This is an optimization exercise on Yosys and OpenROAD, whose aim is small area, not a production implementation. RTL that was checked went through simulation tests only; none was proved equivalent to the original. Power figures rest on the tool's default switching activity, not on a simulated workload.

==> run a <==
## tdc_click_top
module tdc_click_top #(
	parameter int WINDOW_CYCLES = 1000
) (
	input  logic        clk200_i,
	input  logic        gc_rst,
	input  logic        apb_psel_i,
	input  logic        apb_penable_i,
	input  logic        apb_pwrite_i,
	input  logic [7:0]  apb_paddr_i,
	input  logic [31:0] apb_pwdata_i,
	output logic [31:0] apb_prdata_o,
	output logic        apb_pready_o,
	output logic        apb_pslverr_o,
	input  logic        frame_i,
	input  logic        sdi_i,
	input  logic        pps_i,
	output logic        rec_valid_o,
	output logic [1:0]  rec_click_o,
	output logic [47:0] rec_gc_o,
	output logic [31:0] rec_tdc_o,
	output logic        count_valid_o
);
	localparam int CNT_W = $clog2(WINDOW_CYCLES / 8 + 2);
	logic        cfg_enable;
	logic        cfg_start;
	logic [2:0]  cfg_mode;
	logic [5:0]  cfg_index_bits;
	logic [5:0]  cfg_stop_bits;
	logic [13:0] cfg_tdc_shift;
	logic [31:0] cfg_gate0;
	logic [31:0] cfg_gate1;
	logic        gate0_set;
	logic        gate1_set;
	logic [CNT_W-1:0] cnt_total;
	logic [CNT_W-1:0] cnt_click0;
	logic [CNT_W-1:0] cnt_click1;
	logic             cnt_latched;
	logic        stop_valid;
	logic [31:0] t_sum;
	logic        stop_run;
	logic        hit_g0;
	logic        hit_g1;
	logic        gc_running;
	apb_cfg_regs #(
		.CNT_W (CNT_W)
	) i_apb_regs (
		.clk200_i       (clk200_i),
		.gc_rst         (gc_rst),
		.apb_psel_i     (apb_psel_i),
		.apb_penable_i  (apb_penable_i),
		.apb_pwrite_i   (apb_pwrite_i),
		.apb_paddr_i    (apb_paddr_i),
		.apb_pwdata_i   (apb_pwdata_i),
		.apb_prdata_o   (apb_prdata_o),
		.apb_pready_o   (apb_pready_o),
  ...
export LEC_CHECK = 0
export CAP_MARGIN = 20
export CORE_MARGIN = 2
export CORE_UTILIZATION = 40
export SLEW_MARGIN = 20
create_clock -name core_clock -period 11.0 [get_ports {clk200_i}]
run.sh (not shown) runs the stock make flow with config.mk's settings and CLKGATE_MAP_FILE= SYNTH_SCRIPT=/design/flow/synth_recipe.tcl, a recipe that flattens the netlist after the stock synthesis.
==> inputs of run b, as changes to run a <==
--- a/flow/design.v
+++ b/flow/design.v
@@ -111,24 +111,22 @@
 	logic             sdi_r;
 	logic             sdi_2r;
 	logic [TDC_W-1:0] shreg;
 	logic             cnt_one;
 	logic             cnt_end;
 	logic [6:0]       cnt_dec;
 	always_comb begin : tsum_add
-		logic c;
-		c = 1'b0;
-		for (int i = 0; i < TDC_W; i++) begin
-			if (i < 14) begin
-				t_sum_o[i] = shreg[i] ^ cfg_tdc_shift[i] ^ c;
-				c = (shreg[i] & cfg_tdc_shift[i]) | (c & (shreg[i] ^ cfg_tdc_shift[i]));
-			end else begin
-				t_sum_o[i] = shreg[i] ^ c;
-				c = c & shreg[i];
-			end
+		logic [14:0] lo;
+		logic        c;
+		lo = {1'b0, shreg[13:0]} + {1'b0, cfg_tdc_shift};
+		t_sum_o[13:0] = lo[13:0];
+		c = lo[14];
+		for (int i = 14; i < TDC_W; i++) begin
+			t_sum_o[i] = shreg[i] ^ c;
+			c = c & shreg[i];
 		end
 	end
 	assign rec_tdc_o = shreg;
 	always_ff @(posedge clk200_i or posedge gc_rst) begin
 		if (gc_rst) begin
 			state <= IDLE;
 		end else begin
@@ -342,40 +340,26 @@
 			rec_gc_o[i] = gcb[i] ^ (stamp_lo[6] & p);
 			p = p & gcb[i];
 		end
 		rec_gc_o[5:0] = stamp_lo[5:0];
 	end
 	function automatic logic gate_hit(input logic [9:0] gm, input logic [31:0] gate);
 		logic [10:0] d;
-		logic        b;
-		logic        lt;
-		b = 1'b0;
-		for (int i = 0; i < 11; i++) begin
-			logic a, k;
-			a = (i < 10) ? gm[i] : 1'b0;
-			k = (i < 10) ? gate[i] : 1'b0;
-			d[i] = a ^ k ^ b;
-			b = (~a & k) | (~(a ^ k) & b);
-		end
-		lt = 1'b0;
-		for (int i = 0; i < 8; i++)
-			lt = (~d[i] & gate[24+i]) | (~(d[i] ^ gate[24+i]) & lt);
-		gate_hit = (gate[23:10] == '0) && (d[10:8] == 3'd0) && lt;
+		d = {1'b0, gm} - {1'b0, gate[9:0]};
+		gate_hit = (gate[23:10] == '0) && (d[10:8] == 3'd0) && (d[7:0] < gate[31:24]);
 	endfunction
 endmodule
 module tdc_div625 (
 	input  logic [13:0] fine_i,
 	output logic [4:0]  q_o,
 	output logic [9:0]  r_o
 );
 	logic [4:0]  tq;
 	logic [9:0]  tr;
 	logic [10:0] s;
-	logic [10:0] s1;
-	logic [10:0] s2;
 	logic        ge2;
 	logic        ge1;
 	always_comb begin
 		case (fine_i[13:10])
 			4'd0: begin tq = 5'd0; tr = 10'd0; end
 			4'd1: begin tq = 5'd1; tr = 10'd399; end
 			4'd2: begin tq = 5'd3; tr = 10'd173; end
@@ -391,36 +375,25 @@
 			4'd12: begin tq = 5'd19; tr = 10'd413; end
 			4'd13: begin tq = 5'd21; tr = 10'd187; end
 			4'd14: begin tq = 5'd22; tr = 10'd586; end
 			4'd15: begin tq = 5'd24; tr = 10'd360; end
 			default: begin tq = 5'd0; tr = 10'd0; end
 		endcase
 	end
-	function automatic logic [11:0] csub(input logic [10:0] a, input logic [10:0] k);
-		logic [10:0] d;
-		logic        b;
-		b = 1'b0;
-		for (int i = 0; i < 11; i++) begin
-			d[i] = a[i] ^ k[i] ^ b;
-			b = (~a[i] & k[i]) | (~(a[i] ^ k[i]) & b);
-		end
-		csub = {~b, b ? a : d};
-	endfunction
-	always_comb begin : s_add
-		logic c;
-		c = 1'b0;
-		for (int i = 0; i < 10; i++) begin
-			s[i] = fine_i[i] ^ tr[i] ^ c;
-			c = (fine_i[i] & tr[i]) | (c & (fine_i[i] ^ tr[i]));
-		end
-		s[10] = c;
+	assign s   = {1'b0, fine_i[9:0]} + {1'b0, tr};
+	assign ge2 = s >= 11'd1250;
+	assign ge1 = !ge2 && (s >= 11'd625);
+	always_comb begin
+		if (ge2)
+			r_o = 10'(s - 11'd1250);
+		else if (ge1)
+			r_o = 10'(s - 11'd625);
+		else
+			r_o = s[9:0];
 	end
-	assign {ge2, s1} = csub(s, 11'd1250);
-	assign {ge1, s2} = csub(s1, 11'd625);
-	assign r_o = s2[9:0];
 	always_comb begin : q_add
 		logic c;
 		q_o[0] = tq[0] ^ ge1;
 		c = tq[0] & ge1;
 		q_o[1] = tq[1] ^ ge2 ^ c;
 		c = (tq[1] & ge2) | (c & (tq[1] ^ ge2));
 		for (int i = 2; i < 5; i++) begin
@@ -487,17 +460,20 @@
 			click0_cnt <= '0;
 			click1_cnt <= '0;
 		end else if (win_end) begin
 			total_cnt  <= CNT_W'(stop_run_i);
 			click0_cnt <= CNT_W'(stop_run_i & hit_g0_i);
 			click1_cnt <= CNT_W'(stop_run_i & hit_g1_i);
 		end else begin
-			total_cnt  <= inc_c(total_cnt, stop_run_i);
-			click0_cnt <= inc_c(click0_cnt, stop_run_i & hit_g0_i);
-			click1_cnt <= inc_c(click1_cnt, stop_run_i & hit_g1_i);
+			if (stop_run_i)
+				total_cnt <= inc_c(total_cnt, 1'b1);
+			if (stop_run_i & hit_g0_i)
+				click0_cnt <= inc_c(click0_cnt, 1'b1);
+			if (stop_run_i & hit_g1_i)
+				click1_cnt <= inc_c(click1_cnt, 1'b1);
 		end
 	end
 	always_ff @(posedge clk200_i) begin
 		if (win_end) begin
 			total_r  <= total_cnt;
 			click0_r <= click0_cnt;
 			click1_r <= click1_cnt;
==> flow/flow/run.sh (new file) <==
#!/bin/bash
# Own layout flow: the standard ORFS flow with three changes
#  - synthesis maps the logic with an area-oriented ABC script (abc_lean.script)
#    at the real clock period, and without the full/half adder cell extraction;
#    registers, their names and cell types are as in the standard synthesis
#  - the port buffers use the smallest buffer cell
# Every tool's output goes to a log file in this folder.
set -euo pipefail
WORK=$(pwd)
FLOWDIR=$WORK/flow
# synthesis script: the standard flow's, with ABC's mapping script swapped
{
  head -n 1 synth_recipe.tcl
  cat <<TCL
proc abc {args} {
  set i [lsearch -exact \$args -script]
  if { \$i >= 0 } { set args [lreplace \$args [expr {\$i + 1}] [expr {\$i + 1}] $FLOWDIR/abc_lean.script] }
  set i [lsearch -exact \$args -D]
  if { \$i >= 0 } { set args [lreplace \$args [expr {\$i + 1}] [expr {\$i + 1}] [expr {int(\$::env(FLOW_PERIOD_NS) * 1000)}]] }
  puts "lean abc: \$args"
  yosys abc {*}\$args
}
TCL
  tail -n +2 synth_recipe.tcl
} > lean_synth.tcl
sed "s#$WORK/synth_recipe.tcl#$WORK/lean_synth.tcl#" standard.sh > lean_standard.sh
grep -q lean_synth.tcl lean_standard.sh
export BUFFER_PORTS_ARGS="-buffer_cell sky130_fd_sc_hd__buf_1"
bash lean_standard.sh "ADDER_MAP_FILE=" finish > flow_make.log 2>&1
==> flow/flow/abc_lean.script (new file) <==
strash
&get -n
&fraig -x
&put
dc2
strash
&get -n
&dch -f
&nf {D}
&put
==> flow/standard.sh (new file) <==
#!/bin/bash
# synth_recipe.tcl (not shown) runs the flow's synth.tcl, then flattens the netlist and writes it again
# the make line also repeats each setting of config.mk as NAME=value (left out here)
make -C /OpenROAD-flow-scripts/flow DESIGN_CONFIG=/design/flow/config.mk WORK_HOME=/design/flow/orfs CLKGATE_MAP_FILE= SYNTH_SCRIPT=/design/flow/synth_recipe.tcl "${@:-finish}"
CORE_UTILIZATION = 65   (was 40)
CTS_CLUSTER_DIAMETER = 80   (was default)
CTS_CLUSTER_SIZE = 30   (was default)
removed: flow/run.sh
==> comparison table <==
metric	run b	run a
Sequential Area	6141 µm²	6142 µm²
Total met3 wirelength after detailed routing	1.931 mm	1.915 mm
Met2 usage	49.37%	33.77%
Average cell area after synthesis	9.714 µm²	10.57 µm²
Internal reg-to-reg setup slack	0.47 ns	-5.34 ns
Dpl cell area	13530 µm²	16830 µm²
Most instantiated library cell after synthesis	sky130_fd_sc_hd__nor2_1	sky130_fd_sc_hd__dfxtp_1
Post-synthesis sequential area ratio	49.12%	45.08%
Combinational gate power	0.378 mW	0.361 mW
Worst-Margin Slew	1.038 ns	1.007 ns
Arr. time, crit path	10.95 ns	16.79 ns
Detailed Route WL	30.04 mm	36.47 mm
Result of the run	complete, no violations	failed layout checks
Violated checks	-	negative setup slack
For run a, only the layout was checked, not whether the RTL still works.

-- re-timing with driven ports --
The flow's constraints put no driver on any port. The routed layouts listed below were extracted and timed again, unchanged, in two steps. Step 1 assumes that a clkbuf_16 drives the clock port and a buf_2 every other input. Step 2 moves the port delays by t, midway between the first and last clock arrival at a register: inputs arrive t later, outputs are due t later. That takes back most of the time a late clock gives input paths. Slacks: no drivers / after step 1 / after step 2; pairs: no drivers / after step 1.
run	t (ns)	setup slack, ns	worst slew at a driven data input, ns	cell pins on the clock port's net
run a	0.607	-5.340 / -5.340 / -5.340	0.06	1
run b	0.542	0.468 / 0.468 / 0.468	0.07	1
